This is an optimization exercise on Yosys and OpenROAD, whose aim is small area, a short achievable clock period and few clock cycles, not a production implementation. Function was checked by simulation only, so behaviour that the tests miss may differ from the original. Power and IR drop assume default switching activity.

File: config.mk
export PLATFORM = sky130hd
export DESIGN_NAME = cfu_mac
export DESIGN_NICKNAME = cfu_mac
export VERILOG_FILES = /design/flow/design.v
export SDC_FILE = /design/flow/constraint.sdc
export NUM_CORES = 4
export LEC_CHECK = 0
export CAP_MARGIN = 30
export CORE_MARGIN = 2
export CORE_UTILIZATION = 40
export SETUP_SLACK_MARGIN = 4
export SLEW_MARGIN = 30
File: constraint.sdc
create_clock -name core_clock -period 10.0 [get_ports {clk_i}]
set_input_delay 2.0000 -clock core_clock [delete_from_list [all_inputs] [get_ports {clk_i}]]
set_output_delay 2.0000 -clock core_clock [all_outputs]
set_load 0.01 [all_outputs]
File: design.v
package cfu_mac_pkg;
  typedef enum logic [2:0] {
    OP_NOP  = 3'd0,
    OP_MAC  = 3'd1,
    OP_MACU = 3'd2,
    OP_RDL  = 3'd3,
    OP_RDH  = 3'd4,
    OP_CLR  = 3'd5,
    OP_WR   = 3'd6,
    OP_RSVD = 3'd7
  } op_e;
  typedef enum logic [1:0] {
    StIdle,
    StBusy,
    StDone
  } state_e;
  localparam int unsigned CtrlOpLsb  = 0;
  localparam int unsigned CtrlOpW    = 3;
  localparam int unsigned CtrlIdxLsb = 3;
  localparam int unsigned CtrlIdxW   = 5;
endpackage
module cfu_mac_mul_iter (
  input  logic [63:0] ws_i,      
  input  logic [3:0]  one_i,     
  input  logic [3:0]  two_i,     
  input  logic [3:0]  neg_i,     
  input  logic        e4_i,      
  input  logic [1:0]  k_i,       
  output logic [4:0][63:0] row_o
);
  for (genvar j = 0; j < 4; j++) begin : g_row
    logic [63:0] m, lo_ok, hi_ok, top, cst, nin;
    always_comb begin
      for (int i = 0; i < 64; i++) begin
        m[i]     = (one_i[j] && (i >= 2 * j) && ws_i[(i >= 2 * j) ? i - 2 * j : 0]) ||
                   (two_i[j] && (i >= 2 * j + 1) && ws_i[(i >= 2 * j + 1) ? i - 2 * j - 1 : 0]);
        lo_ok[i] = (i >= 2 * j + 8 * k_i);
        hi_ok[i] = (i <= 2 * j + 8 * k_i + ((j == 0) ? 35 : 33));
        top[i]   = (i == 2 * j + 8 * k_i + ((j == 0) ? 35 : 33));
        cst[i]   = 1'b0;
        if (j == 0) begin
          cst[i] = (i == 8 * k_i + 36) || (i == 8 * k_i + 38) || (i >= 8 * k_i + 41);
        end
        nin[i]   = 1'b0;
        if (j != 0) nin[i] = (i == 2 * j - 2 + 8 * k_i) && neg_i[j-1];
      end
    end
    assign row_o[j] = (lo_ok & hi_ok & ({64{neg_i[j]}} ^ m ^ top)) | cst | nin;
  end
  logic [63:0] m4, lo4, hi4, top4, nin4;
  always_comb begin
    for (int i = 0; i < 64; i++) begin
      m4[i]   = e4_i && (i >= 8) && ws_i[(i >= 8) ? i - 8 : 0];
      lo4[i]  = (i >= 8 + 8 * k_i);
      hi4[i]  = (i <= 40 + 8 * k_i);
      top4[i] = (i == 40 + 8 * k_i);
      nin4[i] = (i == 6 + 8 * k_i) && neg_i[3];
    end
  end
  assign row_o[4] = (lo4 & hi4 & (m4 ^ top4)) | nin4;
endmodule
module cfu_mac #(
  parameter int unsigned XLEN    = 32,
  parameter int unsigned NUM_ACC = 4,
  parameter int unsigned MUL_BPC = 4,
  parameter int unsigned CTRL_W  = 8
) (
  input  logic              clk_i,
  input  logic              rst_ni,
  input  logic              stall_i,
  input  logic              valid_i,
  input  logic [CTRL_W-1:0] cfu_ctrl_i,
  input  logic [XLEN-1:0]   src1_i,
  input  logic [XLEN-1:0]   src2_i,
  output logic              stall_o,
  output logic [XLEN-1:0]   rslt_o
);
  logic [2:0]  op;
  logic [1:0]  idx;
  logic        is_mac, sgn, is_wr, is_clr, is_rdh;
  logic [31:0] a, b;
  assign op     = cfu_ctrl_i[2:0];
  assign idx    = cfu_ctrl_i[4:3];
  assign a      = src1_i;
  assign b      = src2_i;
  assign is_mac = (op == cfu_mac_pkg::OP_MAC) || (op == cfu_mac_pkg::OP_MACU);
  assign sgn    = (op == cfu_mac_pkg::OP_MAC);
  assign is_wr  = (op == cfu_mac_pkg::OP_WR);
  assign is_clr = (op == cfu_mac_pkg::OP_CLR);
  assign is_rdh = (op == cfu_mac_pkg::OP_RDH);
  logic [3:0] fits_a, fits_b, need;
  assign fits_a[0] = 1'b0;
  assign fits_b[0] = 1'b0;
  for (genvar c = 1; c < 4; c++) begin : g_fit
    assign fits_a[c] = sgn ? ((&a[31:c*8-1]) || !(|a[31:c*8-1])) : !(|a[31:c*8]);
    assign fits_b[c] = sgn ? ((&b[31:c*8-1]) || !(|b[31:c*8-1])) : !(|b[31:c*8]);
  end
  logic       use_a;   
  logic [1:0] k_q;     
  logic       more;    
  logic       ph_q;    
  logic       pl_q;    
  logic a8, b8, a16, b16;
  assign a8    = (&a[15:8]) || !(|a[15:8]);
  assign b8    = (&b[15:8]) || !(|b[15:8]);
  assign a16   = (&a[23:16]) || !(|a[23:16]);
  assign b16   = (&b[23:16]) || !(|b[23:16]);
  assign use_a = (a8 && !b8) || (!b8 && a16 && !b16);
  assign need = use_a ? ~fits_a : ~fits_b;
  always_comb begin
    case (k_q)
      2'd0:    more = need[1];
      2'd1:    more = need[2];
      2'd2:    more = need[3];
      default: more = 1'b0;
    endcase
  end
  logic [7:0] ach, bch;
  logic [3:0] one_a, two_a, neg_a, one_b, two_b, neg_b;
  logic [3:0] one, two, neg;
  logic       e4;
  assign ach = a[k_q*8 +: 8];
  assign bch = b[k_q*8 +: 8];
  function automatic logic [11:0] booth(input logic [7:0] c);
    logic [8:0]  x;
    logic [2:0]  t;
    logic [11:0] r;
    x = {c, 1'b0};
    for (int j = 0; j < 4; j++) begin
      t = x[2*j +: 3];
      r[j]     = t[1] ^ t[0];
      r[4 + j] = (t == 3'b100) || (t == 3'b011);
      r[8 + j] = t[2];
    end
    booth = r;
  endfunction
  assign {neg_a, two_a, one_a} = booth(ach);
  assign {neg_b, two_b, one_b} = booth(bch);
  logic dig_en;
  assign dig_en = is_mac && !(ph_q && pl_q);
  assign one = dig_en ? (use_a ? one_a : one_b) : 4'b0;
  assign two = dig_en ? (use_a ? two_a : two_b) : 4'b0;
  assign neg = dig_en ? (use_a ? neg_a : neg_b) : 4'b0;
  assign e4  = dig_en && (use_a ? ach[7] : bch[7]) && !(sgn && !more);
  logic [31:0] wid;
  logic [63:0] ws;
  assign wid = use_a ? b : a;
  assign ws  = {{32{sgn && wid[31]}}, wid} << (8 * k_q);
  logic [4:0][63:0] row;
  cfu_mac_mul_iter u_mul (
    .ws_i  (ws),
    .one_i (one),
    .two_i (two),
    .neg_i (neg),
    .e4_i  (e4),
    .k_i   (k_q),
    .row_o (row)
  );
  logic [63:0]        acc_q [NUM_ACC];
  logic [NUM_ACC-1:0] z_q;
  logic [63:0]        acc_rd, xrow, sum;
  logic [63:0]        pa_q, pb_q, pc_q;
  always_comb begin
    acc_rd = '0;
    for (int i = 0; i < NUM_ACC; i++) begin
      if (idx == 2'(i) && !z_q[i]) acc_rd = acc_rd | acc_q[i];
    end
  end
  function automatic logic [127:0] csa(input logic [63:0] x, input logic [63:0] y,
                                       input logic [63:0] z);
    logic [63:0]  s, c;
    logic [127:0] r;
    s = x ^ y ^ z;
    c = ((x & y) | (x & z) | (y & z)) << 1;
    r = {c, s};
    csa = r;
  endfunction
  logic [63:0] s4, c4;
  assign {c4, s4} = csa(pa_q, pb_q, pc_q);
  assign sum  = s4 + c4;
  assign xrow = ph_q ? sum : (is_wr ? {b, a} : acc_rd);
  logic [63:0] s1, c1, s2, c2, s3, c3;
  assign {c1, s1} = csa(row[0], row[1], row[2]);
  assign {c2, s2} = csa(row[3], row[4], xrow);
  assign {c3, s3} = csa(s1, c1, s2);
  always_ff @(posedge clk_i) begin
    pa_q <= s3;
    pb_q <= c3;
    pc_q <= c2;
  end
  logic done, slow;
  assign slow    = is_mac || is_wr;
  assign done    = ph_q && pl_q;
  assign stall_o = slow && !done;
  always_comb begin
    if (ph_q && is_mac) begin
      rslt_o = sum[31:0];
    end else if (op == cfu_mac_pkg::OP_RDL || is_clr) begin
      rslt_o = acc_rd[31:0];
    end else if (is_rdh) begin
      rslt_o = acc_rd[63:32];
    end else begin
      rslt_o = '0;
    end
  end
  logic        wr_any, clr_any;
  logic [63:0] wdata;
  assign wr_any  = valid_i && !stall_i && slow && done;
  assign clr_any = valid_i && !stall_i && is_clr;
  assign wdata   = sum;
  for (genvar i = 0; i < NUM_ACC; i++) begin : g_acc
    always_ff @(posedge clk_i) begin
      if (wr_any && idx == 2'(i)) acc_q[i] <= wdata;
    end
    always_ff @(posedge clk_i or negedge rst_ni) begin
      if (!rst_ni) begin
        z_q[i] <= 1'b1;
      end else if (wr_any && idx == 2'(i)) begin
        z_q[i] <= 1'b0;
      end else if (clr_any && idx == 2'(i)) begin
        z_q[i] <= 1'b1;
      end
    end
  end
  always_ff @(posedge clk_i or negedge rst_ni) begin
    if (!rst_ni) begin
      ph_q <= 1'b0;
      pl_q <= 1'b0;
      k_q  <= '0;
    end else if (valid_i && slow && !done) begin
      ph_q <= 1'b1;
      pl_q <= !(more && is_mac);
      if (more && is_mac) k_q <= k_q + 2'd1;
    end else if (!stall_i) begin
      ph_q <= 1'b0;
      pl_q <= 1'b0;
      k_q  <= '0;
    end
  end
endmodule
File: flow/run.sh
#!/bin/bash
# Standard layout, except that after global placement the port buffers that
# buffer_ports inserted (delay cells) are swapped for plain buffers, which the
# later repair steps can then size. Each tool's output goes to its own log here.
set -euo pipefail
R="$PWD/orfs/results/$FLOW_PLATFORM/cfu_mac/base"
bash standard.sh "$R/3_3_place_gp.odb" > standard_to_place_gp.log 2>&1
RESULTS="$R" openroad -no_init -exit flow/fix_ports.tcl > fix_ports.log 2>&1
bash standard.sh > standard_finish.log 2>&1
File: flow/fix_ports.tcl
# Swap the delay-cell port buffers for plain buffers of the same function.
read_liberty $::env(FLOW_HOME)/platforms/sky130hd/lib/sky130_fd_sc_hd__tt_025C_1v80.lib
read_db $::env(RESULTS)/3_3_place_gp.odb
set n 0
foreach inst [get_cells {input* output*}] {
  set master [get_property [get_lib_cells -of_objects $inst] name]
  if {[string match "sky130_fd_sc_hd__clkdlybuf*" $master]} {
    replace_cell $inst sky130_fd_sc_hd__buf_4
    incr n
  }
}
puts "replaced $n port buffers"
write_db $::env(RESULTS)/3_3_place_gp.odb
File: standard.sh
#!/bin/bash
# synth_recipe.tcl (not shown) runs the flow's synth.tcl, then flattens the netlist and writes it again
# the make line also repeats each setting of config.mk as NAME=value (left out here)
make -C /OpenROAD-flow-scripts/flow DESIGN_CONFIG=/design/flow/config.mk WORK_HOME=/design/flow/orfs CLKGATE_MAP_FILE= SYNTH_SCRIPT=/design/flow/synth_recipe.tcl "${@:-finish}"
==> summary.txt, run 1 <==
max_cap viols: 0
clock sinks: 449
PD cells: 336 nW/um^2
Tot GR Track Use: 28.9%
hpwl dp: 89300 um
register area share after synthesis: 36.0%
routability cong.: 1.00
pin count of the biggest net entering global routing: 62
R2R Setup Slk: 3860 ps
drt wl/cell: 28.7 um
status: finished clean
r2r endpoint: pa_q[39]
syn avg cell area: 10.3 um^2
Root Buffer: clkbuf_16
synth unique cells: 102
port bufs: 105
crit start category: register
Yosys Warn Count: 3
flops & latches, synth: 449
CP Cell Sequence: fa_1 -> ha_1 -> nand4_1 -> o21bai_1 -> a221oi_2 -> buf_4 -> buf_4 -> a211oi_2 -> or2_4 -> a21boi_4 -> buf_4 -> o41ai_1 -> xor2_1 -> nor2_1 -> a21oi_1 -> fa_1 -> fa_1
final wirelength: 122000 um
DR vias: 26688
Ant. Diodes: 0
Layout fillers: 7466
RSZ-0062 raised after global routing: true
Post-Syn Instances: 3120
final period utilization: 61.4%
WHS Path Cells: 2
met2 usage: 44.6%
H-tree depth: 2
Synth top cells by count: nor2_1 (280), edfxtp_1 (256), nand2_1 (241)
remaining antenna violation count: 0
IO Count: 109
Initial Utilization: 40.2%
Tot Pwr: 12.4 mW
share of layout cells above drive strength 1: 17.1%
cell with the most instances after synthesis: nor2_1
Num CTS Buffers: 51
GRT busiest layer: met2
Synth Cell Area: 32200 um^2
1st-iter DRT viols: 3604
Die Ht: 288 um
top-area cell type share of the netlist area: 23.9%
min-delay src: pl_q
GRT met3 Usage: 7.78%
initial antenna violation count: 3
Worst Max-Slew Pin Slew: 1090 ps
Vias/cell: 6.26
Max Fclk: 0.163 GHz
DRC: 0
Leak Pwr: 14.4 nW
Worst Setup SP: pa_q[14]
area grow syn2layout: 15.1%
CP peak stage delay: 820 ps
worst hold path class: register to register
critical path class: register to register
Post-synth EDFFs: 256
Peak VDD IR: 177 uV
Worst-path clk slew: 60 ps
hold endpoint: pl_q
worst-skew pair later-pin latency: 630 ps
top cells by area, synth: edfxtp_1 (24%), fa_1 (14%), dfxtp_1 (12%), xnor2_1 (3.6%), ha_1 (3.5%)
FFs w/ async S/R, synth: 1.78%
Hold Fails Final Rpt: 0
Syn Nets: 3518
Reg-to-Reg Start: pa_q[14]
fin util: 46.3%
Max-slew headroom: 26.7%
Final setup viols: 0
Site Rows: 104
area post-placement: 33900 um^2
Die X: 288 um
Final min period: 6140 ps
number of global-route vias before repair: 25341
non-filler cells, final: 4265
TritonRoute pass-1 iters: 7
CP max stage cell: xor2_1
Layout Nets: 3561
crit-path max FO: 6
core area: 80000 um^2
Clock Skew: 49.7 ps
setup TNS: 0 ps
CTS tree: done
die area: 82700 um^2
critical path required time: 10470 ps
Post-Place Cells: 4117
Critical Path AT: 6610 ps
CP Capture Type: register
Worst R2R Path Depth: 17
Post-CTS Hold Buffers: 0
first-pass GRT wire length: 175000 um
Final Max Tran Viols: 0
GRT met1 Usage: 38.4%
post-route cell area: 37000 um^2
Post-synth top flop: edfxtp_1
Yosys top cell by area: edfxtp_1
GRT overflow: 0
CTS max path bufs: 3
==> stage by stage <==
stage	hold WS (ps)	setup WS (ps)
detailed placement	517	2640
global route	565	3850
CTS	530	3970
floorplan	482	3840
finish	531	3860
global placement	525	2000
==> flip-flops by register name (all words and copies together) (netlist names) <==
| name | count |
|---|---|
| acc_q | 256 |
| k_q | 2 |
| pa_q | 64 |
| pb_q | 63 |
| pc_q | 58 |
| ph_q | 1 |
| pl_q | 1 |
| z_q | 4 |
==> what timing repair did <==
action                                  in CTS  in global routing
setup buffers                               28                 21
resized for setup                           80                 91
endpoints found under the setup margin     156                125
cloned                                       3                  1
pin swaps                                   14                 17
==> worst max path at each step <==
| stage | to | cells past startpoint |
|---|---|---|
| global placement | pa_q[22] | 15 |
| global route | pa_q[51] | 14 |
| floorplan | acc_q[1][0] | 5 |
| CTS | rslt_o[19] | 13 |
| detailed placement | pa_q[29] | 14 |
| finish | pa_q[39] | 17 |
==> layer usage <==
metal | vias up | routed length [um]
li1 | 11422 | -
met1 | 13261 | 47200
met2 | 1669 | 53800
met3 | 332 | 15100
met4 | 4 | 6240
met5 | - | 20
==> worst max-delay path, delay by kind of cell, from the launching register on <==
family | cells | cell delay, ps
buffers and inverters | 3 | 500
and+or+nand+nor | 3 | 450
DFF | 1 | 310
adders and majority gates | 4 | 1990
xor gates and xnor gates | 1 | 820
AOI/OAI and AO/OA | 6 | 1940
==> cell usage in the layout (no fill, tap or decap), types with 16 or more instances in the layout <==
cell / n
xor2_1: 111
a22o_1: 65
edfxtp_1: 256
o22a_1: 23
mux4_2: 19
nor2b_1: 17
o21ai_0: 102
inv_1: 146
fa_1: 229
nor3_1: 29
nand2_1: 233
ha_1: 78
clkbuf_16: 51
a221oi_2: 21
nand3_1: 29
o21ai_1: 16
mux2i_4: 27
buf_4: 194
a22oi_1: 66
a21o_1: 55
dfxtp_1: 185
a21oi_1: 142
a211oi_1: 30
nor2_1: 271
mux2i_1: 35
a221oi_1: 55
o22ai_1: 110
xnor2_1: 121
nand4_1: 29
o221ai_1: 25
==> where the power goes <==
part	switching, mW	total, mW	internal [mW]
sequential	0.174	3.28	3.11
clock	0.803	1.90	1.10
combinational	4.96	7.25	2.29
==> layout make-up <==
cell class                      count  area [um^2]  area share, %
Clock buffer                       67         1410           3.80
Multi-Input combinational cell   2295        20000           54.0
Sequential cell                   449        11600           31.3
Timing Repair Buffer              217         1840           4.96
Inverter                          149          559           1.51
Clock inverter                     28          304          0.821
Tap cell                         1060         1330           3.58
==> cells by family (layout without fill, tap and decap cells) <==
| kind of cell | after synthesis | after routing | synth area share [%] |
|---|---|---|---|
| AO/OA/AOI/OAI | 884 | 885 | 19.6 |
| AND/OR/NAND/NOR | 729 | 731 | 10.1 |
| flip-flops | 449 | 449 | 36.0 |
| buffers and inverters | 380 | 461 | 4.99 |
| adder cells (fa/ha/maj) | 322 | 322 | 17.9 |
| XOR/XNOR | 248 | 248 | 6.75 |
| multiplexers | 107 | 108 | 4.70 |
| other | 1 | 1 | 0.0117 |
Testbench counts, summed over its fixed seeds: cycles 9,696.
==> run 2: changes to the inputs <==
--- a/config.mk
+++ b/config.mk
@@ -8,5 +8,6 @@
 export CAP_MARGIN = 30
 export CORE_MARGIN = 2
 export CORE_UTILIZATION = 40
+export PLACE_DENSITY = 0.75
 export SETUP_SLACK_MARGIN = 4
 export SLEW_MARGIN = 30
==> run 2 against run 1 <==
Hold slack better by 12 ps. Sequential cell count unchanged. Die area did not move. Synthesized cell count is the same. Clock skew fell by 5.4 ps. Register-to-register slack improved by 220 ps. Non-clock buffer count fell by 25. Sequential share of layout area rose by 0.58 points.
==> summary.txt, run 2 <==
clock sinks: 449 (unchanged)
Initial Utilization: 40.2% (unchanged)
core area: 80000 um^2 (unchanged)
Root Buffer: clkbuf_16
setup TNS: 0 ps (unchanged)
Peak VDD IR: 241 uV (+36%)
Syn Nets: 3518 (unchanged)
combinational power share: 59.3% (+1.0 points)
Sw Ratio: 48.3% (+0.58 points)
worst-skew pair later-pin latency: 620 ps (about the same)
Sequential Power Share: 26.8% (+0.4 points)
Post-synth EDFFs: 256 (unchanged)
uppermost routed layer: met5
most common cell after layout, fill and taps aside: nor2_1
GRT overflow: 0 (unchanged)
FFs w/ async S/R, synth: 1.78% (unchanged)
WL met1: 43300 um (-8.4%)
1st-iter DRT viols: 3694 (+2.5%)
status: finished clean
H-tree depth: 2 (unchanged)
flops & latches, synth: 449 (unchanged)
final wirelength: 120000 um (-2.1%)
Final Max Tran Viols: 0 (unchanged)
Post-Place Cells: 4108 (-0.22%)
NetSw: 5.91 mW (-0.38%)
DR vias: 26931 (+0.91%)
max reg flops: 256 (unchanged)
WL met2: 52300 um (-2.8%)
RSZ-0062 raised after global routing: true
Max-slew headroom: 30.2% (+3.5 points)
die area: 82700 um^2 (unchanged)
CTS max path bufs: 3 (unchanged)
final period utilization: 60.7% (-0.74 points)
CTS tree: done
Yosys Warn Count: 3 (unchanged)
Synth Cell Area: 32200 um^2 (unchanged)
area post-placement: 33900 um^2 (-0.22%)
Clock power frac: 14.0% (-1.3 points)
crit-path max FO: 8 (+2)
commonest non-fill, non-tap cells in the layout: nor2_1 (270), edfxtp_1 (256), nand2_1 (231)
Vias/cell: 6.37 (+1.8%)
critical path required time: 10490 ps (+20 ps)
worst hold path class: register to register
Die Ht: 288 um (unchanged)
area grow syn2layout: 12.9%
Final min period: 6070 ps (-73.9 ps)
non-filler cells, final: 4227 (-0.89%)
max_cap viols: 0 (unchanged)
CP Capture Type: register
Tot GR Track Use: 28.1% (-0.75 points)
Layout Nets: 3529 (-0.90%)
critical path class: input pin to register
Synth top cells by count: nor2_1 (280), edfxtp_1 (256), nand2_1 (241)
Critical Path AT: 6550 ps (-60 ps)
Cell Int Power: 6.33 mW (-2.7%)
biggest regs: acc_q: 256 flops, pa_q: 64 flops, pb_q: 63 flops
routability cong.: 1.02 (+1.7%)
crit start category: input pin
Die X: 288 um (unchanged)
Worst Max-Slew Pin Slew: 1050 ps (-45.3 ps)
Max Fclk: 0.165 GHz (+1.2%)
top-area cell type share of the netlist area: 23.9% (unchanged)
drt wl/cell: 28.3 um (-1.2%)
Clock Skew: 44.4 ps (-5.37 ps)
DRC: 0 (unchanged)
initial antenna violation count: 4 (+1)
Site Rows: 104 (unchanged)
pin count of the biggest net entering global routing: 81 (+31%)
Tot Pwr: 12.2 mW (-1.6%)
hpwl dp: 87800 um (-1.7%)
Leak Pwr: 14.1 nW (-1.8%)
IO Count: 109 (unchanged)
post-route cell area: 36400 um^2 (-1.8%)
Worst-path clk slew: 60 ps (about the same)
number of global-route vias before repair: 25376 (+0.14%)
Post-synth top flop: edfxtp_1
Num CTS Buffers: 47 (-7.8%)
Post-Syn Instances: 3120 (unchanged)
synth unique cells: 102 (unchanged)
share of layout cells above drive strength 1: 15.6% (-1.5 points)
PD cells: 337 nW/um^2 (+0.26%)
Ant. Diodes: 0 (unchanged)
remaining antenna violation count: 0 (unchanged)
cell with the most instances after synthesis: nor2_1
Final setup viols: 0 (unchanged)
Reg with most FFs: acc_q
syn avg cell area: 10.3 um^2 (unchanged)
register area share after synthesis: 36.0% (unchanged)
Hold Fails Final Rpt: 0 (unchanged)
WHS Path Cells: 2 (unchanged)
first-pass GRT wire length: 171000 um (-2.0%)
top cells by area, synth: edfxtp_1 (24%), fa_1 (14%), dfxtp_1 (12%), xnor2_1 (3.6%), ha_1 (3.5%)
port bufs: 105 (unchanged)
Worst R2R Path Depth: 15 (-2)
Yosys top cell by area: edfxtp_1
DR WL met3: 16700 um (+11%)
TritonRoute pass-1 iters: 8 (+1)
## run 2: cell count changes in the layout (fill, tap and decap cells not counted), moves of 4 or more
cell,previous run,this run
buf_4,194,179
xnor2_1,121,125
clkinv_2,12,6
mux2i_2,14,21
buf_12,11,5
clkinv_1,4,10
a221oi_2,21,13
a221oi_1,55,61
xnor2_2,10,5
mux2i_4,27,16
mux2i_1,35,39
## run 2: path summary, 6_finish.rpt
path / startpoint / to / slack, ps
min reg2reg: pl_q / pl_q / 540
min: pl_q / pl_q / 540
max reg2reg: pa_q[8] / pa_q[56] / 4080
min in group asynchronous: rst_ni / k_q[1] / 1200
max in group asynchronous: rst_ni / z_q[3] / 8580
max: src2_i[20] / pa_q[22] / 3930
## run 2: power groups by stage
stage | combinational (mW) | clock [mW] | sequential [mW]
after CTS | 6.62 | 1.72 | 3.28
after floorplan | 3.93 | 0 | 3.26
after global placement | 6.24 | 0 | 3.31
after detailed placement | 6.35 | 0 | 3.32
final | 7.26 | 1.71 | 3.28
after global routing | 7.62 | 1.79 | 3.31
## run 2: cell families after synthesis
group           after synthesis  synth area share [%]
buf+inv                     380                  4.99
other cells                   1                0.0117
simple gates                729                  10.1
mux                         107                  4.70
fa+ha+maj                   322                  17.9
flops                       449                  36.0
xor+xnor                    248                  6.75
compound gates              884                  19.6
## run 2: through the flow
step	utilization (%)	hold WS (ps)	setup slack (ps)
2_1_floorplan	-	482	3840
3_3_place_gp	42.6	524	2040
3_5_place_dp	42.3	529	2600
4_1_cts	44.7	542	3860
5_1_grt	45.4	590	3880
6_report	45.4	543	3930
## run 2: area by class of cell
type	count	area (um^2)
Inverter	149	559
Fill cell	7459	43700
Tap cell	1060	1330
Timing Repair Buffer	192	1560
Clock buffer	59	1260
Multi-Input combinational cell	2292	19800
Sequential cell	449	11600
Clock inverter	26	221
## run 2: repair_timing
action	CTS	global route
hold buffers	0	0
pin swaps	10	13
buffers inserted	16	16
resized for setup	61	78
setup endpoints to repair	150	102
cloned	1	1
## run 2: layer usage
| metal | track usage [%] | vias to the layer above |
|---|---|---|
| met5 | 0 | - |
| met1 | 36.2 | 13202 |
| met4 | 14.5 | 4 |
| li1 | - | 11349 |
| met2 | 43.0 | 1966 |
| met3 | 8.15 | 410 |
## run 2: critical path, stage by stage
cell and delay, ps:
buf_4 170, or4_1 530, nor2_1 200, a221oi_4 90, o21ai_4 240, buf_4 240, mux2i_1 410, a22oi_1 180
a21oi_4 460, o21ai_4 200, or3_1 460, o2bb2a_1 360, fa_1 510, inv_1 50, fa_1 440
==> run 3: changes to the inputs <==
--- a/flow/fix_ports.tcl
+++ b/flow/fix_ports.tcl
@@ -5,7 +5,7 @@
 foreach inst [get_cells {input* output*}] {
   set master [get_property [get_lib_cells -of_objects $inst] name]
   if {[string match "sky130_fd_sc_hd__clkdlybuf*" $master]} {
-    replace_cell $inst sky130_fd_sc_hd__buf_4
+    replace_cell $inst sky130_fd_sc_hd__buf_2
     incr n
   }
 }
--- a/config.mk
+++ b/config.mk
@@ -7,7 +7,7 @@
 export LEC_CHECK = 0
 export CAP_MARGIN = 30
 export CORE_MARGIN = 2
-export CORE_UTILIZATION = 40
+export CORE_UTILIZATION = 55
 export PLACE_DENSITY = 0.75
 export SETUP_SLACK_MARGIN = 4
 export SLEW_MARGIN = 30
==> run 3 against run 2 <==
Still clean on timing, DRC and antenna. Maximum frequency shrank 0.32%. Final cell count shrank 6.2%. Via count grew 1.7%. Worst setup slack lost 20 ps. Sequential share of layout area shrank 0.32 points. Global-route usage grew 13 points. Sequential power is essentially flat. Synthesized cell count is the same. Area after synthesis is the same. Critical path type unchanged.
==> summary.txt, run 3 <==
remaining antenna violation count: 0 (unchanged)
crit start category: input pin
DRC: 0 (unchanged)
Layout Nets: 3558 (+0.82%)
syn avg cell area: 10.3 um^2 (unchanged)
most common cell after layout, fill and taps aside: nor2_1
Sequential Power Share: 25.3% (-1.5 points)
Layout fillers: 4596 (-38%)
Synth top cells by count: nor2_1 (280), edfxtp_1 (256), nand2_1 (241)
PD cells: 352 nW/um^2 (+4.7%)
Die X: 246 um (-15%)
H-tree depth: 2 (unchanged)
Site Rows: 88 (-15%)
critical path required time: 10470 ps (-20 ps)
critical path class: input pin to register
Max-slew headroom: 18.7% (-12 points)
Worst Setup SP: src2_i[16]
flops & latches, synth: 449 (unchanged)
worst-skew pair later-pin latency: 630 ps (about the same)
final period utilization: 60.9% (+0.20 points)
TritonRoute pass-1 iters: 7 (-1)
core area: 57800 um^2 (-28%)
FFs w/ async S/R, synth: 1.78% (unchanged)
Reg-to-Reg Start: pc_q[5]
crit-path max FO: 13 (+5)
Worst-path clk slew: 60 ps (about the same)
Tot GR Track Use: 40.7% (+13 points)
Reg with most FFs: acc_q
drt wl/cell: 31.7 um (+12%)
Leak Pwr: 14.5 nW (+2.5%)
Clock power frac: 14.7% (+0.7 points)
DR vias: 27376 (+1.7%)
Vias/cell: 6.91 (+8.4%)
clock sinks: 449 (unchanged)
Initial Utilization: 55.7% (+15 points)
Final Max Tran Viols: 0 (unchanged)
Cell Int Power: 6.72 mW (+6.3%)
commonest non-fill, non-tap cells in the layout: nor2_1 (270), edfxtp_1 (256), nand2_1 (231)
share of layout cells above drive strength 1: 17.8% (+2.1 points)
biggest regs: acc_q: 256 flops, pa_q: 64 flops, pb_q: 63 flops
Sw Ratio: 48.1% (-0.24 points)
CP Capture Type: register
Clock Skew: 41.4 ps (-2.97 ps)
DP Worst Slack: 2190 ps (-409 ps)
NetSw: 6.22 mW (+5.3%)
Hold Fails Final Rpt: 0 (unchanged)
IO Count: 109 (unchanged)
Die Ht: 246 um (-15%)
top-area cell type share of the netlist area: 23.9% (unchanged)
number of global-route vias before repair: 26262 (+3.5%)
port bufs: 105 (unchanged)
Post-synth top flop: edfxtp_1
Max Fclk: 0.164 GHz (-0.32%)
min-delay src: pa_q[0]
Critical Path AT: 6550 ps (about the same)
first-pass GRT wire length: 177000 um (+3.7%)
GRT overflow: 0 (unchanged)
Yosys top cell by area: edfxtp_1
die area: 60500 um^2 (-27%)
Post-Syn Instances: 3120 (unchanged)
Post-synth EDFFs: 256 (unchanged)
status: finished clean
pin count of the biggest net entering global routing: 93 (+15%)
Num CTS Buffers: 47 (unchanged)
synth unique cells: 102 (unchanged)
combinational power share: 60.0% (+0.7 points)
Root Buffer: clkbuf_16
register area share after synthesis: 36.0% (unchanged)
area grow syn2layout: 14.2%
1st-iter DRT viols: 3654 (-1.1%)
CTS max path bufs: 3 (unchanged)
max_cap viols: 0 (unchanged)
Syn Nets: 3518 (unchanged)
Final min period: 6090 ps (+19.8 ps)
setup TNS: 0 ps (unchanged)
RSZ-0062 raised after global routing: true
Final setup viols: 0 (unchanged)
worst hold path class: register to register
CTS tree: done
Hold WS: 548 ps (+4.48 ps)
Multi-input gate area: 20300 um^2 (+2.5%)
hpwl dp: 89000 um (+1.4%)
Final WS setup: 3910 ps (-19.8 ps)
routability cong.: 1.01 (-1.2%)
Synth Cell Area: 32200 um^2 (unchanged)
register area: 11600 um^2 (about the same)
max reg flops: 256 (unchanged)
Worst Max-Slew Pin Slew: 1210 ps (+160 ps)
initial antenna violation count: 5 (+1)
Yosys Warn Count: 3 (unchanged)
top cells by area, synth: edfxtp_1 (24%), fa_1 (14%), dfxtp_1 (12%), xnor2_1 (3.6%), ha_1 (3.5%)
final wirelength: 125000 um (+4.7%)
cell with the most instances after synthesis: nor2_1
Peak VDD IR: 270 uV (+12%)
run 3: cell counts after synthesis:
Identical to the previous run, type by type.
run 3: path summary, 6_finish.rpt:
check,to,slack (ps),cells after the start
worst min register to register,acc_q[1][0],550,0
worst max-delay path,pa_q[23],3910,14
min in group asynchronous,ph_q,1250,1
worst min-delay path,acc_q[1][0],550,0
max in group asynchronous,z_q[3],8510,1
worst max register to register,pa_q[38],4110,16
run 3: power by group through the flow:
| stage | sequential (mW) | clock (mW) | combinational (mW) |
|---|---|---|---|
| 4_1_cts | 3.28 | 1.91 | 7.02 |
| 3_3_place_gp | 3.30 | 0 | 6.37 |
| 2_1_floorplan | 3.26 | 0 | 3.93 |
| 3_5_place_dp | 3.31 | 0 | 6.53 |
| 5_1_grt | 3.31 | 1.98 | 8.16 |
| 6_report | 3.28 | 1.91 | 7.77 |
run 3: cell type report:
class	count	area share, %
Multi-Input combinational cell	2293	55.3
Timing Repair Buffer	220	4.27
Antenna cell	2	0.0136
Clock inverter	26	1.09
Sequential cell	449	31.6
Clock buffer	59	3.57
Inverter	149	1.52
Tap cell	765	2.61
run 3: logic make-up after synthesis:
| group | Yosys count | synth area share, % |
|---|---|---|
| compound gates | 884 | 19.6 |
| simple gates | 729 | 10.1 |
| flops | 449 | 36.0 |
| buf+inv | 380 | 4.99 |
| fa+ha+maj | 322 | 17.9 |
| xor+xnor | 248 | 6.75 |
| mux | 107 | 4.70 |
| other cells | 1 | 0.0117 |
run 3: per-layer routing:
layer / share of wire [%] / vias up / GRT usage [%] / wire length [um]
met2: 43 / 2071 / 59.6 / 54200
met3: 14 / 335 / 12.5 / 17800
met5: 0.022 / - / 0 / 27
met1: 37 / 13542 / 55.3 / 46900
li1: - / 11424 / - / -
met4: 5.2 / 4 / 18.6 / 6530
run 3: critical path, cell delays in order:
cell and delay (ps):
buf_2 160, or4_1 560, nor2_1 220, a221oi_4 70
o21ai_4 260, buf_8 280, mux2i_2 590, mux2i_1 290
a21oi_2 590, o22ai_1 230, xnor2_1 190, nor2_1 80
fa_1 590, fa_1 410
run 3: repair_timing:
item / in CTS / in global routing
resized for setup: 113 / 105
pin swaps: 18 / 39
cloned: 2 / 1
setup endpoints to repair: 166 / 120
setup buffers: 25 / 30
hold buffers: 0 / 0
run 3: stage by stage:
| stage | std cells | area, um^2 | util (%) | power (mW) |
|---|---|---|---|---|
| after floorplan | 3120 | 32200 | - | 7.19 |
| after global placement | 3811 | 33700 | 58.3 | 9.67 |
| after detailed placement | 3817 | 33300 | 57.5 | 9.84 |
| after CTS | 3929 | 35900 | 62.1 | 12.2 |
| after global routing | 3961 | 36700 | 63.5 | 13.5 |
| final | 3963 | 36700 | 63.6 | 12.9 |
==> run 4: changes to the inputs <==
--- a/config.mk
+++ b/config.mk
@@ -7,7 +7,8 @@
 export LEC_CHECK = 0
 export CAP_MARGIN = 30
 export CORE_MARGIN = 2
-export CORE_UTILIZATION = 55
+export CORE_UTILIZATION = 40
 export PLACE_DENSITY = 0.75
 export SETUP_SLACK_MARGIN = 4
 export SLEW_MARGIN = 30
+export TNS_END_PERCENT = 5
==> run 4 against run 3 <==
Wire length shrank 5.0%. Worst setup slack lost 69 ps. Clock skew grew 23 ps. First-iteration DRC count is essentially flat. Clock power shrank 8%. Sequential share of layout area grew 0.56 points. Sequential power is essentially flat. Global-route usage shrank 13 points. Critical endpoint is now rslt_o[0]. Largest cell class unchanged. Highest routed layer is now met4.
==> summary.txt, run 4 <==
Yosys top cell by area: edfxtp_1
Tot GR Track Use: 28.1% (-13 points)
Post-Place Cells: 4108 (+7.6%)
top cells by area, synth: edfxtp_1 (24%), fa_1 (14%), dfxtp_1 (12%), xnor2_1 (3.6%), ha_1 (3.5%)
top-area cell type share of the netlist area: 23.9% (unchanged)
r2r endpoint: pa_q[43]
min-delay src: pl_q
Leak Pwr: 14.1 nW (-2.7%)
remaining antenna violation count: 0 (unchanged)
TritonRoute pass-1 iters: 8 (+1)
crit-path max FO: 17 (+4)
biggest regs: acc_q: 256 flops, pa_q: 64 flops, pb_q: 63 flops
Reg with most FFs: acc_q
Yosys Warn Count: 3 (unchanged)
die area: 82700 um^2 (+37%)
1st-iter DRT viols: 3656 (+0.055%)
critical path required time: 8000 ps (-2470 ps)
Num CTS Buffers: 47 (unchanged)
Hold WS: 540 ps (-7.68 ps)
worst hold path class: register to register
hpwl dp: 87600 um (-1.6%)
Clock Skew: 64.1 ps (+22.7 ps)
Worst Max-Slew Pin Slew: 990 ps (-216 ps)
cell with the most instances after synthesis: nor2_1
R2R Setup Slk: 4020 ps (-90 ps)
pin count of the biggest net entering global routing: 81 (-13%)
first-pass GRT wire length: 171000 um (-3.5%)
clock sinks: 449 (unchanged)
Vias/cell: 6.34 (-8.1%)
area grow syn2layout: 12.1%
Sequential Power Share: 26.9% (+1.6 points)
Synth Cell Area: 32200 um^2 (unchanged)
fin util: 45.1% (-18 points)
setup TNS: 0 ps (unchanged)
Final min period: 6150 ps (+69.1 ps)
Syn Nets: 3518 (unchanged)
hold endpoint: pl_q
Layout fillers: 7446 (+62%)
Root Buffer: clkbuf_16
H-tree depth: 2 (unchanged)
Hold Fails Final Rpt: 0 (unchanged)
most common cell after layout, fill and taps aside: nor2_1
Final setup viols: 0 (unchanged)
IO Count: 109 (unchanged)
combinational power share: 58.6% (-1.4 points)
final period utilization: 61.5% (+0.69 points)
Critical Path AT: 4150 ps (-2400 ps)
Post-synth EDFFs: 256 (unchanged)
crit start category: input pin
final wirelength: 119000 um (-5.0%)
port bufs: 105 (unchanged)
Sw Ratio: 48.5% (+0.48 points)
max_cap viols: 0 (unchanged)
Cell Int Power: 6.26 mW (-6.9%)
syn avg cell area: 10.3 um^2 (unchanged)
synth unique cells: 102 (unchanged)
Post-synth top flop: edfxtp_1
DRC: 0 (unchanged)
drt wl/cell: 28.2 um (-11%)
WHS Path Cells: 2 (+2)
Synth top cells by count: nor2_1 (280), edfxtp_1 (256), nand2_1 (241)
Final Max Tran Viols: 0 (unchanged)
Worst-path clk slew: 60 ps (about the same)
Site Rows: 104 (+18%)
CP Capture Type: primary output
worst-skew pair later-pin latency: 640 ps (about the same)
Max Fclk: 0.162 GHz (-1.1%)
Initial Utilization: 40.2% (-15 points)
Peak VDD IR: 194 uV (-28%)
Clock power frac: 14.4% (-0.3 points)
Die X: 288 um (+17%)
Die Ht: 288 um (+17%)
Layout Nets: 3529 (-0.82%)
core area: 80000 um^2 (+38%)
CTS tree: done
Reg-to-Reg Start: pa_q[11]
Max-slew headroom: 32.1% (+13 points)
DR vias: 26839 (-2.0%)
commonest non-fill, non-tap cells in the layout: nor2_1 (271), edfxtp_1 (256), nand2_1 (231)
RSZ-0062 raised after global routing: true
non-filler cells, final: 4230 (+6.7%)
initial antenna violation count: 1 (-4)
FFs w/ async S/R, synth: 1.78% (unchanged)
flops & latches, synth: 449 (unchanged)
CTS max path bufs: 3 (unchanged)
share of layout cells above drive strength 1: 15.6% (-2.2 points)
Post-Syn Instances: 3120 (unchanged)
number of global-route vias before repair: 25357 (-3.4%)
routability cong.: 1.02 (+1.2%)
Final WS setup: 3850 ps (-69.1 ps)
status: finished clean
Worst R2R Path Depth: 16 (unchanged)
PD cells: 337 nW/um^2 (-4.3%)
NetSw: 5.91 mW (-5.1%)
Ant. Diodes: 0 (-2)
register area share after synthesis: 36.0% (unchanged)
DP Worst Slack: 2540 ps (+342 ps)
critical path class: input pin to primary output
GRT overflow: 0 (unchanged)
max reg flops: 256 (unchanged)
run 4: metrics by stage:
stage,cell area (um^2),power (mW)
6_report,36100,12.2
4_1_cts,35400,11.5
3_5_place_dp,33600,9.64
2_1_floorplan,32200,7.19
3_3_place_gp,34100,9.54
5_1_grt,36100,12.7
run 4: worst max-delay path: stages:
cell      delay [ps]
buf_2            180
inv_1             90
nand2_1          180
nor2_4            80
buf_4            230
a221oi_1         420
nor2_1           110
a21oi_2          370
o21ai_0          270
buf_2            230
run 4: per-layer routing:
metal,vias to the layer above,track usage (%),share of wire (%)
met5,-,0,0
met4,0,13.4,6.0
met3,364,8.16,14
met2,1908,43.2,44
met1,13209,36.4,36
li1,11358,-,-
run 4: cells by family after synthesis:
group	Yosys count	synth area share, %
buffers and inverters	380	4.99
other	1	0.0117
AOI/OAI and AO/OA	884	19.6
xor gates and xnor gates	248	6.75
and+or+nand+nor	729	10.1
DFF	449	36.0
muxes	107	4.70
adders and majority gates	322	17.9
run 4: what timing repair did:
| action | 4_1_cts | 5_1_grt |
|---|---|---|
| gates resized for setup | 39 | 90 |
| setup buffers | 13 | 20 |
| hold buffers | 0 | 0 |
| pin swaps | 9 | 19 |
| gates cloned | 1 | 0 |
| endpoints found under the setup margin | 155 | 142 |
run 4: power by group through the flow:
stage	Sequential (mW)	Combinational, mW	Clock, mW
2_1_floorplan	3.26	3.93	0
3_3_place_gp	3.31	6.24	0
3_5_place_dp	3.32	6.32	0
4_1_cts	3.28	6.50	1.77
5_1_grt	3.31	7.50	1.85
6_report	3.28	7.14	1.76
run 4: cell type report:
type	count	area, um^2	area share (%)
clock buffer	59	1260	3.50
inverter	149	559	1.55
timing repair buffer	192	1290	3.58
sequential	449	11600	32.2
clock inverter	29	289	0.801
multi-input combinational	2292	19800	54.7
tap	1060	1330	3.68
run 4: how the worst max path moves through the flow:
stage,from,end,slack (ps),cells past startpoint
after floorplan,cfu_ctrl_i[2],acc_q[1][0],3840,5
after global placement,src2_i[20],pa_q[36],2040,13
after detailed placement,src2_i[20],pa_q[53],2540,14
after CTS,pa_q[2],rslt_o[28],3820,11
after global routing,pa_q[5],rslt_o[13],3830,13
final,cfu_ctrl_i[4],rslt_o[0],3850,10
==> run 5: changes to the inputs <==
--- a/config.mk
+++ b/config.mk
@@ -8,7 +8,7 @@
 export CAP_MARGIN = 30
 export CORE_MARGIN = 2
 export CORE_UTILIZATION = 40
+export GPL_ROUTABILITY_DRIVEN = 0
 export PLACE_DENSITY = 0.75
 export SETUP_SLACK_MARGIN = 4
 export SLEW_MARGIN = 30
-export TNS_END_PERCENT = 5
==> run 5 against run 4 <==
Still clean on timing, DRC and antenna. Design area is 1.3% higher. Global-route usage is 0.77 points lower. Combinational power hardly changed. Power is 0.15% higher. Sequential power hardly changed. Critical path type unchanged. Largest cell class unchanged.
==> summary.txt, run 5 <==
pin count of the biggest net entering global routing: 78 (-3.7%)
Die X: 288 um (unchanged)
Sw Ratio: 48.1% (-0.47 points)
Reg-to-Reg Start: pa_q[2]
WHS Path Cells: 0 (-2)
port bufs: 105 (unchanged)
H-tree depth: 2 (unchanged)
r2r endpoint: pa_q[56]
Sequential Power Share: 26.9% (about the same)
Post-synth EDFFs: 256 (unchanged)
CP Capture Type: primary output
top-area cell type share of the netlist area: 23.9% (unchanged)
cell with the most instances after synthesis: nor2_1
top cells by area, synth: edfxtp_1 (24%), fa_1 (14%), dfxtp_1 (12%), xnor2_1 (3.6%), ha_1 (3.5%)
critical path class: input pin to primary output
register area: 11600 um^2 (about the same)
post-route cell area: 36600 um^2 (+1.3%)
initial antenna violation count: 2 (+1)
area post-placement: 33600 um^2 (about the same)
Tot GR Track Use: 27.3% (-0.77 points)
syn avg cell area: 10.3 um^2 (unchanged)
min-delay src: pa_q[0]
area grow syn2layout: 13.6%
Max-slew headroom: 20.4% (-12 points)
IO Count: 109 (unchanged)
setup TNS: 0 ps (unchanged)
Worst R2R Path Depth: 16 (unchanged)
Root Buffer: clkbuf_16
DRC: 0 (unchanged)
combinational power share: 58.7% (about the same)
Clock Skew: 37.1 ps (-26.9 ps)
FFs w/ async S/R, synth: 1.78% (unchanged)
Synth Cell Area: 32200 um^2 (unchanged)
max_cap viols: 0 (unchanged)
flops & latches, synth: 449 (unchanged)
commonest non-fill, non-tap cells in the layout: nor2_1 (269), edfxtp_1 (256), nand2_1 (234)
first-pass GRT wire length: 169000 um (-1.3%)
Critical Path AT: 4120 ps (-30 ps)
Synth top cells by count: nor2_1 (280), edfxtp_1 (256), nand2_1 (241)
TritonRoute pass-1 iters: 11 (+3)
Num CTS Buffers: 45 (-4.3%)
crit start category: input pin
Site Rows: 104 (unchanged)
Peak VDD IR: 199 uV (+2.5%)
Syn Nets: 3518 (unchanged)
1st-iter DRT viols: 4197 (+15%)
Die Ht: 288 um (unchanged)
Post-Syn Instances: 3120 (unchanged)
drt wl/cell: 27.8 um (-1.3%)
Final Max Tran Viols: 0 (unchanged)
fin util: 45.7% (+0.60 points)
Hold WS: 578 ps (+38.1 ps)
Clock power frac: 14.5% (about the same)
clock sinks: 449 (unchanged)
Leak Pwr: 14.3 nW (+1.3%)
PD cells: 333 nW/um^2 (-1.2%)
Layout fillers: 7215 (-3.1%)
Layout Nets: 3544 (+0.43%)
remaining antenna violation count: 0 (unchanged)
Worst-path clk slew: 70 ps (about the same)
register area share after synthesis: 36.0% (unchanged)
Worst Max-Slew Pin Slew: 1190 ps (+195 ps)
hpwl dp: 83300 um (-4.9%)
hold endpoint: acc_q[2][0]
Hold Fails Final Rpt: 0 (unchanged)
Post-synth top flop: edfxtp_1
crit-path max FO: 14 (-3)
Reg with most FFs: acc_q
CTS max path bufs: 3 (unchanged)
core area: 80000 um^2 (unchanged)
final wirelength: 118000 um (-1.0%)
number of global-route vias before repair: 26050 (+2.7%)
CTS tree: done
critical path required time: 8000 ps (about the same)
Post-CTS Hold Buffers: 0 (unchanged)
Yosys Warn Count: 3 (unchanged)
Final min period: 6120 ps (-36.4 ps)
R2R Setup Slk: 4110 ps (+90 ps)
Vias/cell: 6.49 (+2.3%)
Final setup viols: 0 (unchanged)
status: finished clean
share of layout cells above drive strength 1: 16.7% (+1.1 points)
max reg flops: 256 (unchanged)
worst hold path class: register to register
NetSw: 5.86 mW (-0.82%)
final period utilization: 61.2% (-0.36 points)
Multi-input gate area: 20100 um^2 (+1.7%)
RSZ-0062 raised after global routing: true
GRT overflow: 0 (unchanged)
most common cell after layout, fill and taps aside: nor2_1
Initial Utilization: 40.2% (unchanged)
Cell Int Power: 6.33 mW (+1.1%)
Max Fclk: 0.163 GHz (+0.60%)
Yosys top cell by area: edfxtp_1
biggest regs: acc_q: 256 flops, pa_q: 64 flops, pb_q: 63 flops
DR vias: 27521 (+2.5%)
synth unique cells: 102 (unchanged)
die area: 82700 um^2 (unchanged)
worst-skew pair later-pin latency: 620 ps (-20 ps)
run 5: changes by cell type in the layout (fill, tap and decap cells not counted), sizes merged, moves of 2 or more:
cell,change
clkinvlp,-2
bufinv,+2
nor2,+6
buf,+10
clkinv,-3
run 5: power groups by stage:
| stage | Clock, mW | Sequential, mW | Combinational, mW |
|---|---|---|---|
| floorplan | 0 | 3.26 | 3.93 |
| global placement | 0 | 3.30 | 6.09 |
| detailed placement | 0 | 3.31 | 6.22 |
| CTS | 1.76 | 3.28 | 6.40 |
| global route | 1.83 | 3.31 | 7.48 |
| finish | 1.76 | 3.28 | 7.15 |
run 5: timing repair:
action | 4_1_cts | 5_1_grt
setup endpoints to repair | 155 | 130
setup buffers | 18 | 23
pin swaps | 13 | 23
endpoints found under the hold margin | 0 | 0
cloned | 7 | 1
gates resized for setup | 65 | 113
run 5: layout make-up:
type / count / share of cell area (%)
clock buffer: 57 / 3.37
multi-input combinational: 2298 / 54.9
tap: 1060 / 3.63
sequential: 449 / 31.7
timing repair buffer: 203 / 4.00
clock inverter: 25 / 0.804
antenna: 1 / 0.00684
inverter: 149 / 1.53
run 5: logic make-up (layout without fill, tap and decap cells):
group	after synthesis	in the layout	synth area share (%)
xor+xnor	248	248	6.75
compound gates	884	885	19.6
mux	107	107	4.70
other cells	1	2	0.0117
buf+inv	380	434	4.99
flops	449	449	36.0
simple gates	729	735	10.1
fa+ha+maj	322	322	17.9
run 5: worst max path at each step:
stage | to | depth (start not counted) | slack, ps | start
after floorplan | acc_q[1][0] | 5 | 3840 | cfu_ctrl_i[2]
after global placement | pa_q[55] | 14 | 2130 | src2_i[20]
after detailed placement | pa_q[51] | 13 | 2720 | src2_i[20]
after CTS | rslt_o[29] | 13 | 3880 | pa_q[11]
after global routing | pa_q[35] | 16 | 3840 | src2_i[20]
final | rslt_o[14] | 9 | 3880 | cfu_ctrl_i[3]
run 5: per-stage QoR:
step	setup slack (ps)	std cells	total power [mW]
global route	3840	4241	12.6
finish	3880	4242	12.2
detailed placement	2720	4109	9.53
global placement	2130	4107	9.39
floorplan	3840	3120	7.19
CTS	3880	4216	11.4
run 5: per-layer routing:
metal / wire length [um] / GRT usage [%] / vias up
li1: - / - / 11389
met1: 39800 / 33.4 / 13197
met2: 50400 / 41.3 / 2334
met3: 18400 / 10.1 / 597
met4: 9240 / 16.4 / 4
met5: 37 / 0 / -
run 5: worst max-delay path, cell delays in order:
cell	delay, ps
clkbuf_4	180
inv_1	150
nand2_4	110
nor2_4	330
buf_4	310
a22o_1	200
a221oi_1	70
o221ai_1	520
buf_2	240
==> run 6: changes to the inputs <==
--- a/config.mk
+++ b/config.mk
@@ -8,7 +8,6 @@
 export CAP_MARGIN = 30
 export CORE_MARGIN = 2
 export CORE_UTILIZATION = 40
-export GPL_ROUTABILITY_DRIVEN = 0
 export PLACE_DENSITY = 0.75
 export SETUP_SLACK_MARGIN = 4
 export SLEW_MARGIN = 30
==> run 6 against run 5 <==
Register-to-register slack got worse by 120 ps. Power increased by 0.35%. Non-clock buffer count shrank 5. Final cell count shrank 0.12%. First-iteration DRC count fell by 9.0%. Count of clock-buffer cells in the layout rose by 2. Sequential share of layout area grew 0.26 points. Critical path depth increased by 3. Design area decreased by 0.82%. Still clean. Area after synthesis stayed put. Via count down 1.4%. Die area did not move.
==> summary.txt, run 6 <==
status: finished clean
RSZ-0062 raised after global routing: true
Worst R2R Path Depth: 15 (-1)
port bufs: 105 (unchanged)
area post-placement: 33600 um^2 (about the same)
pin count of the biggest net entering global routing: 81 (+3.8%)
Max Fclk: 0.166 GHz (+1.3%)
Worst-path clk slew: 60 ps (about the same)
crit-path max FO: 4 (-10)
cell with the most instances after synthesis: nor2_1
CTS tree: done
clock sinks: 449 (unchanged)
Yosys Warn Count: 3 (unchanged)
worst-skew pair later-pin latency: 640 ps (+20 ps)
max_cap viols: 0 (unchanged)
1st-iter DRT viols: 3821 (-9.0%)
Layout Nets: 3536 (-0.23%)
GRT overflow: 0 (unchanged)
worst hold path class: register to register
Root Buffer: clkbuf_16
CTS max path bufs: 3 (unchanged)
Post-synth top flop: edfxtp_1
initial antenna violation count: 1 (-1)
final period utilization: 60.4% (-0.77 points)
Final min period: 6040 ps (-76.6 ps)
CP Capture Type: primary output
DRC: 0 (unchanged)
Post-CTS Hold Buffers: 0 (unchanged)
WHS Path Cells: 2 (+2)
Yosys top cell by area: edfxtp_1
Critical Path AT: 4040 ps (-80 ps)
FFs w/ async S/R, synth: 1.78% (unchanged)
Post-synth EDFFs: 256 (unchanged)
remaining antenna violation count: 0 (unchanged)
synth unique cells: 102 (unchanged)
Ant. Diodes: 0 (-1)
setup TNS: 0 ps (unchanged)
Site Rows: 104 (unchanged)
first-pass GRT wire length: 172000 um (+1.9%)
register area share after synthesis: 36.0% (unchanged)
Tot GR Track Use: 28.3% (+0.92 points)
Synth top cells by count: nor2_1 (280), edfxtp_1 (256), nand2_1 (241)
Leak Pwr: 14.1 nW (-0.91%)
register area: 11600 um^2 (unchanged)
Initial Utilization: 40.2% (unchanged)
most common cell after layout, fill and taps aside: nor2_1
crit start category: register
IO Count: 109 (unchanged)
flops & latches, synth: 449 (unchanged)
Layout fillers: 7418 (+2.8%)
die area: 82700 um^2 (unchanged)
critical path required time: 8000 ps (about the same)
Clock Skew: 65.1 ps (+28.0 ps)
number of global-route vias before repair: 25482 (-2.2%)
post-route cell area: 36300 um^2 (-0.82%)
critical path class: register to primary output
syn avg cell area: 10.3 um^2 (unchanged)
Worst Max-Slew Pin Slew: 1060 ps (-125 ps)
DR vias: 27124 (-1.4%)
biggest regs: acc_q: 256 flops, pa_q: 64 flops, pb_q: 63 flops
Die X: 288 um (unchanged)
final wirelength: 120000 um (+1.7%)
Synth Cell Area: 32200 um^2 (unchanged)
Reg with most FFs: acc_q
Max-slew headroom: 28.8% (+8.4 points)
core area: 80000 um^2 (unchanged)
routability cong.: 1.02
share of layout cells above drive strength 1: 15.9% (-0.77 points)
Hold Fails Final Rpt: 0 (unchanged)
Multi-input gate area: 19900 um^2 (-1.1%)
Peak VDD IR: 195 uV (-2.3%)
PD cells: 337 nW/um^2 (+1.2%)
top-area cell type share of the netlist area: 23.9% (unchanged)
Post-Syn Instances: 3120 (unchanged)
Vias/cell: 6.40 (-1.3%)
Syn Nets: 3518 (unchanged)
drt wl/cell: 28.3 um (+1.8%)
area grow syn2layout: 12.7%
commonest non-fill, non-tap cells in the layout: nor2_1 (270), edfxtp_1 (256), nand2_1 (231)
Final setup viols: 0 (unchanged)
TritonRoute pass-1 iters: 6 (-5)
H-tree depth: 2 (unchanged)
Die Ht: 288 um (unchanged)
Num CTS Buffers: 47 (+4.4%)
top cells by area, synth: edfxtp_1 (24%), fa_1 (14%), dfxtp_1 (12%), xnor2_1 (3.6%), ha_1 (3.5%)
Final Max Tran Viols: 0 (unchanged)
hpwl dp: 87600 um (+5.1%)
max reg flops: 256 (unchanged)
## run 6: per-layer routing
layer / vias to the layer above / routed length [um] / part of all wire, % / GRT usage [%]
met5: - / 0 / 0 / 0
met3: 398 / 16800 / 14 / 8.05
met2: 2053 / 52000 / 43 / 43.3
met1: 13301 / 43200 / 36 / 36.6
li1: 11372 / - / - / -
met4: 0 / 7920 / 6.6 / 14.1
## run 6: worst paths after layout
kind	from	to	slack, ps
setup / recovery	pa_q[8]	rslt_o[30]	3960
hold / removal	z_q[3]	z_q[3]	560
setup reg to reg	pa_q[8]	pa_q[46]	3990
hold reg to reg	z_q[3]	z_q[3]	560
max in group asynchronous	rst_ni	z_q[3]	8520
min in group asynchronous	rst_ni	k_q[1]	1230
## run 6: cell type report
class	instances	share of cell area (%)
multi-input combinational	2293	54.8
sequential	449	32.0
timing repair buffer	198	3.77
tap	1060	3.66
clock buffer	59	3.48
inverter	149	1.54
clock inverter	29	0.797
## run 6: power by group
part           total, mW  leakage (nW)  internal, mW  switching (mW)
clock               1.75         0.742         0.962           0.792
sequential          3.28          3.93          3.11           0.168
combinational       7.20          9.48          2.23            4.97
total               12.2          14.1          6.30            5.93
## run 6: critical path, stage by stage, from the launching register on
cell and delay [ps]:
dfxtp_1 310, fa_1 510, ha_1 370, o21a_1 160, o21ai_0 110, o31a_1 400
o31a_1 390, o41ai_2 380, xor2_1 110, buf_4 170, nand2_1 60, o221ai_1 210
buf_2 270
## run 6: logic make-up after synthesis
kind of cell / count (synthesis) / share of synthesized area, %
other: 1 / 0.0117
AOI/OAI and AO/OA: 884 / 19.6
adders and majority gates: 322 / 17.9
muxes: 107 / 4.70
xor gates and xnor gates: 248 / 6.75
buffers and inverters: 380 / 4.99
and+or+nand+nor: 729 / 10.1
DFF: 449 / 36.0
## run 6: stage by stage
stage                     hold WS, ps  power [mW]  cells  utilization, %  setup slack (ps)
after CTS                         538        11.7   4221            44.6              3870
after detailed placement          526        9.64   4108            42.0              2540
after global placement            524        9.54   4104            42.6              2040
after global routing              595        12.7   4237            45.3              3890
final                             558        12.2   4237            45.3              3960
after floorplan                   482        7.19   3120               -              3840
## run 6: timing repair
action	4_1_cts	5_1_grt
cloned	2	1
setup endpoints to repair	155	114
pin swaps	15	21
buffers inserted	23	15
resized for setup	70	87

[re-timing with driven ports]
How much do the figures lean on ideal ports? The routed layouts below were timed once more, with nothing changed but the port constraints.
Step 1 sets driving cells, clkbuf_16 on the clock port and buf_2 on the other inputs (assumed; they add their load-dependent delay and slew).
Step 2 adds t to the input delays and takes it off the output delays; t is the mean of the earliest and latest rising clock arrival at the registers after step 1. Input paths then give back, and output paths get back, about the clock's delay inside the block.
Three values: no drivers, after step 1, after step 2; two values: the first two.
| run | shift t [ns] | slack for setup (ns) | latest minus earliest clock arrival (ns) | worst register clock-pin slew, ns |
|---|---|---|---|---|
| run 1 | 0.672 | 3.860 / 3.860 / 3.336 | 0.049 / 0.049 | 0.06 / 0.06 |
| run 2 | 0.664 | 3.934 / 3.966 / 3.312 | 0.044 / 0.044 | 0.07 / 0.07 |
| run 3 | 0.672 | 3.914 / 3.921 / 3.282 | 0.042 / 0.041 | 0.07 / 0.07 |
| run 4 | 0.672 | 3.845 / 3.822 / 3.279 | 0.064 / 0.065 | 0.07 / 0.07 |
| run 5 | 0.672 | 3.882 / 3.858 / 3.264 | 0.037 / 0.037 | 0.07 / 0.07 |
| run 6 | 0.674 | 3.958 / 3.892 / 3.383 | 0.065 / 0.065 | 0.07 / 0.07 |
After both steps every run listed still meets setup and hold. The setup slack of run 3, which loses most, moves by +0.007 ns with the drivers and by -0.632 ns with both steps.
